This design comes from an exercise in tuning for a short achievable clock period and low power on the open sky130 flow, not from production work. In this exercise RTL edits were held to simulation tests only and were not proved equivalent to the original. Power figures rest on the tool's default switching activity, not on a simulated workload.

==> juniper <==
## mips_exec_top
module mips_exec_top (
	input  logic                            clk,
	input  logic                            rst,
	input  logic                            instr_valid,
	input  logic [31:0]                     instruction,
	output logic                            wb_valid,
	output logic [mips_pkg::REG_ADDR_W-1:0] wb_reg,
	output logic [mips_pkg::DATA_W-1:0]     wb_data,
	output logic                            illegal
);
	logic [4:0]  rs_addr, rt_addr, rd_addr, shamt, dest;
	logic [15:0] imm;
	logic [31:0] alu_result, imm_ext, rs_rf, rt_rf, rs_val, rt_val, result, hi, lo;
	logic        issue, byp_rs, byp_rt;
	logic d_reg_write, d_reg_dst_rd, d_use_imm, d_zero_extend, d_lui;
	logic d_sel_add, d_sub, d_sel_slt, d_sel_sltu, d_sel_and, d_sel_or, d_sel_xor;
	logic d_sel_nor, d_sel_sll, d_sel_srl, d_sel_sra, d_shift_const;
	logic d_sel_hi, d_sel_lo, d_mult, d_mult_signed, d_mthi, d_mtlo, d_illegal;
	logic [31:0] op_a, op_b;
	logic        ex_write;  
	logic e_sel_add, e_sub, e_sel_slt, e_sel_sltu, e_sel_and, e_sel_or, e_sel_xor;
	logic e_sel_nor, e_sel_sll, e_sel_srl, e_sel_sra;
	logic e_sel_hi, e_sel_lo, e_mult, e_mult_signed, e_mthi, e_mtlo;
	assign rs_addr = instruction[25:21];
	assign rt_addr = instruction[20:16];
	assign rd_addr = instruction[15:11];
	assign shamt   = instruction[10:6];
	assign imm     = instruction[15:0];
	control_unit u_control (
		.instruction (instruction),
  ...
==> module hi_lo_unit, before the edit <==
module hi_lo_unit (
	input  logic        clk,
	input  logic        rst,
	input  logic        mult,
	input  logic        mult_signed,
	input  logic        mthi,
	input  logic        mtlo,
	input  logic [31:0] a,
	input  logic [31:0] b,
	output logic [31:0] hi,
	output logic [31:0] lo
);
	localparam int NPP = 17;  
	localparam int PPW = 35;  
	logic [34:0]        ax;   
	logic [34:0]        bx;   
	logic [NPP-1:0]     one, two, neg;
	logic [NPP:0]       bl;   
	logic [NPP*PPW-1:0] ppf;
	logic [63:0]        row_s, row_c, product;
	logic [63:0]        g [7];
	logic [63:0]        p [7];
	logic [31:0] ma;
	assign ma = a & {32{mult}};
	assign ax = {{3{mult_signed & ma[31]}}, ma};
	assign bx = {{3{mult_signed & b[31]}}, b};
	assign bl[0] = 1'b0;
	for (genvar j = 0; j < NPP; j++) begin : g_booth
		assign bl[j+1] = bx[2*j+1];
		assign one[j]  = mult & (bl[j] ^ bx[2*j]);
		assign two[j]  = mult & ((bx[2*j+1] & ~bx[2*j] & ~bl[j]) | (~bx[2*j+1] & bx[2*j] & bl[j]));
		assign neg[j]  = mult & bx[2*j+1] & ~(bx[2*j] & bl[j]);
		for (genvar i = 0; i < PPW; i++) begin : g_pp
			if (i == PPW - 1) begin : g_sign  
				assign ppf[j*PPW+i] = ~(((one[j] & ax[i]) | (two[j] & ax[i-1])) ^ neg[j]);
			end else if (i == 0) begin : g_lsb
				assign ppf[j*PPW+i] = (one[j] & ax[i]) ^ neg[j];
			end else begin : g_mid
				assign ppf[j*PPW+i] = ((one[j] & ax[i]) | (two[j] & ax[i-1])) ^ neg[j];
			end
		end
	end
	mult_tree u_tree (
		.ppf   (ppf),
		.neg   (neg),
		.row_s (row_s),
		.row_c (row_c)
	);
	assign g[0] = row_s & row_c;
	assign p[0] = row_s ^ row_c;
	for (genvar l = 0; l < 6; l++) begin : g_ks
		for (genvar i = 0; i < 64; i++) begin : g_bit
			if (i >= (1 << l)) begin : g_op
				assign g[l+1][i] = g[l][i] | (p[l][i] & g[l][i-(1<<l)]);
				assign p[l+1][i] = p[l][i] & p[l][i-(1<<l)];
			end else begin : g_pass
				assign g[l+1][i] = g[l][i];
				assign p[l+1][i] = p[l][i];
			end
		end
	end
	assign product = p[0] ^ {g[6][62:0], 1'b0};
	always_ff @(posedge clk) begin
		if (rst) begin
			hi <= '0;
			lo <= '0;
		end else if (mult) begin
			hi <= product[63:32];
			lo <= product[31:0];
		end else begin
			if (mthi) hi <= a;
			if (mtlo) lo <= a;
		end
	end
endmodule
==> flow/config.mk <==
export PLATFORM = sky130hd
export DESIGN_NAME = mips_exec_top
export DESIGN_NICKNAME = mips_exec_top
export VERILOG_FILES = /design/flow/design.v
export SDC_FILE = /design/flow/constraint.sdc
export NUM_CORES = 4
export LEC_CHECK = 0
export CAP_MARGIN = 20
export CORE_MARGIN = 2
export CORE_UTILIZATION = 40
export SETUP_SLACK_MARGIN = 5
export SLEW_MARGIN = 20
==> flow/constraint.sdc <==
create_clock -name core_clock -period 12.0 [get_ports {clk}]
set_input_delay 2.4000 -clock core_clock [delete_from_list [all_inputs] [get_ports {clk}]]
set_output_delay 2.4000 -clock core_clock [all_outputs]
set_load 0.01 [all_outputs]
standard.sh (not shown) runs the stock make flow with config.mk's settings and CLKGATE_MAP_FILE= SYNTH_SCRIPT=/design/flow/synth_recipe.tcl, a recipe that flattens the netlist after the stock synthesis.
==> flow/flow/run.sh <==
#!/bin/bash
# The standard layout (standard.sh, unchanged synthesis) with three changes:
#  - after floorplanning every register gets the 4x drive of its cell type,
#    which spends less energy per clock edge;
#  - the clock tree has a clkbuf_16 root and trunk, clkbuf_8 leaf buffers
#    driving clusters of up to 16 registers, and no dummy loads;
#  - timing repair aims at a setup margin of 6 ns.
set -euo pipefail
export RESULTS=$PWD/orfs/results/sky130hd/mips_exec_top/base
CTS="-sink_clustering_enable -repair_clock_nets -root_buf sky130_fd_sc_hd__clkbuf_16 -tree_buf sky130_fd_sc_hd__clkbuf_16 -sink_clustering_buffer sky130_fd_sc_hd__clkbuf_8 -buf_list sky130_fd_sc_hd__clkbuf_8 -sink_clustering_size 16 -sink_clustering_max_diameter 50 -dont_use_dummy_load"
bash standard.sh synth > synth.log 2>&1
bash standard.sh floorplan > floorplan.log 2>&1
openroad -no_init -exit flow/swap_flops.tcl > swap_flops.log 2>&1
bash standard.sh "CTS_ARGS=$CTS" SETUP_SLACK_MARGIN=6 finish > finish.log 2>&1
==> flow/flow/swap_flops.tcl <==
# Give every register the 4x drive of its cell type: same function, and
# dfxtp_4 spends less energy per clock edge than dfxtp_1.
read_liberty $::env(FLOW_HOME)/platforms/sky130hd/lib/sky130_fd_sc_hd__tt_025C_1v80.lib
set odb $::env(RESULTS)/2_floorplan.odb
read_db $odb
set n 0
foreach inst [get_cells *] {
  set ref [get_property $inst ref_name]
  if {$ref == "sky130_fd_sc_hd__dfxtp_1" || $ref == "sky130_fd_sc_hd__dfxtp_2"} {
    replace_cell $inst sky130_fd_sc_hd__dfxtp_4
    incr n
  }
}
puts "replaced $n registers"
write_db $odb
==> violet: changes against juniper <==
--- a/flow/design.v
+++ b/flow/design.v
@@ -288,7 +288,8 @@
 	logic [NPP:0]       bl;   
 	logic [NPP*PPW-1:0] ppf;
-	logic [63:0]        row_s, row_c, product;
-	logic [63:0]        g [7];
-	logic [63:0]        p [7];
+	logic [63:0]        row_s, row_c;
+	logic [32:0]        lo_sum;
+	logic [31:0]        hi_s, hi_c;
+	logic               hi_ci;
 	logic [31:0] ma;
 	assign ma = a & {32{mult}};
@@ -317,27 +318,25 @@
 		.row_c (row_c)
 	);
-	assign g[0] = row_s & row_c;
-	assign p[0] = row_s ^ row_c;
-	for (genvar l = 0; l < 6; l++) begin : g_ks
-		for (genvar i = 0; i < 64; i++) begin : g_bit
-			if (i >= (1 << l)) begin : g_op
-				assign g[l+1][i] = g[l][i] | (p[l][i] & g[l][i-(1<<l)]);
-				assign p[l+1][i] = p[l][i] & p[l][i-(1<<l)];
-			end else begin : g_pass
-				assign g[l+1][i] = g[l][i];
-				assign p[l+1][i] = p[l][i];
-			end
-		end
-	end
-	assign product = p[0] ^ {g[6][62:0], 1'b0};
+	assign lo_sum = {1'b0, row_s[31:0]} + {1'b0, row_c[31:0]};
+	logic [32:0] hi_sum;
+	assign hi_sum = {hi_s, 1'b1} + {hi_c, hi_ci};
+	assign hi     = hi_sum[32:1];
 	always_ff @(posedge clk) begin
 		if (rst) begin
-			hi <= '0;
-			lo <= '0;
+			hi_s  <= '0;
+			hi_c  <= '0;
+			hi_ci <= 1'b0;
+			lo    <= '0;
 		end else if (mult) begin
-			hi <= product[63:32];
-			lo <= product[31:0];
+			hi_s  <= row_s[63:32];
+			hi_c  <= row_c[63:32];
+			hi_ci <= lo_sum[32];
+			lo    <= lo_sum[31:0];
 		end else begin
-			if (mthi) hi <= a;
+			if (mthi) begin
+				hi_s  <= a;
+				hi_c  <= '0;
+				hi_ci <= 1'b0;
+			end
 			if (mtlo) lo <= a;
 		end
==> flow/flow/run.sh (replaced) <==
#!/bin/bash
# The standard layout (standard.sh, unchanged synthesis) with three changes:
#  - after floorplanning every register gets the 4x drive of its cell type,
#    which spends less energy per clock edge;
#  - the clock tree has a clkbuf_16 root and trunk and clkbuf_8 leaf buffers
#    driving clusters of up to 12 registers;
#  - timing repair aims at a setup margin of 6 ns.
set -euo pipefail
export RESULTS=$PWD/orfs/results/sky130hd/mips_exec_top/base
CTS="-sink_clustering_enable -repair_clock_nets -root_buf sky130_fd_sc_hd__clkbuf_16 -tree_buf sky130_fd_sc_hd__clkbuf_16 -sink_clustering_buffer sky130_fd_sc_hd__clkbuf_8 -buf_list sky130_fd_sc_hd__clkbuf_8 -sink_clustering_size 12 -sink_clustering_max_diameter 40"
bash standard.sh synth > synth.log 2>&1
bash standard.sh floorplan > floorplan.log 2>&1
openroad -no_init -exit flow/swap_flops.tcl > swap_flops.log 2>&1
bash standard.sh "CTS_ARGS=$CTS" SETUP_SLACK_MARGIN=6 finish > finish.log 2>&1
==> qor summary <==
                                                                      violet                  juniper
Static leakage power                                                  37.4 nW                  36.4 nW
Part of the Yosys area used for sequential elements                     27.4%                    27.3%
Worst supply voltage drop on vdd                                     0.145 mV                 0.120 mV
ANT cells                                                                  19                       52
Pin count of the biggest net entering global routing                      219                      210
Cell depth of the worst flop-to-flop path                                  21                       25
Detailed route wirelength on metal3                                  77500 um                 79900 um
Maximum fanout along the worst path                                         3                        4
Outcome                                               complete, no violations  complete, no violations
YS warnings                                                                 8                       10
Xor/xnor share of the synthesized area                                  6.14%                    6.63%
Startpoint of the most critical setup path                            op_a[9]                  op_a[6]
Fillers                                                                 19900                    19300
Fraction of synthesized area in multiplexers                            2.73%                    3.10%
Wire length of the first global-routing pass                        680000 um                708000 um
Die H                                                                  468 um                   462 um
Clock net power                                                       4.40 mW                  2.56 mW

==> re-timing with driven ports <==
How much do the figures lean on ideal ports? The routed layouts below were timed once more, with nothing changed but the port constraints. Step 1 sets driving cells, clkbuf_16 on the clock port and buf_2 on the other inputs (assumed; they add their load-dependent delay and slew). Step 2, shift: input delay + t, output delay - t, t = (earliest + latest rising clock arrival at the registers) / 2. This alone moves slack from input paths to output paths. Three values: ideal ports, drivers, drivers and shift; two values: the first two.
run	shift t [ns]	slack for setup (ns)	hold slack, ns	clock arrival spread, ns	slew at the worst register clock pin (ns)
juniper	0.869	4.389 / 4.296 / 4.607	0.513 / 0.513 / 0.513	0.101 / 0.101	0.11 / 0.11
violet	0.915	4.800 / 4.703 / 4.873	0.525 / 0.525 / 0.525	0.086 / 0.086	0.09 / 0.09
After both steps setup and hold are still met in every run listed.
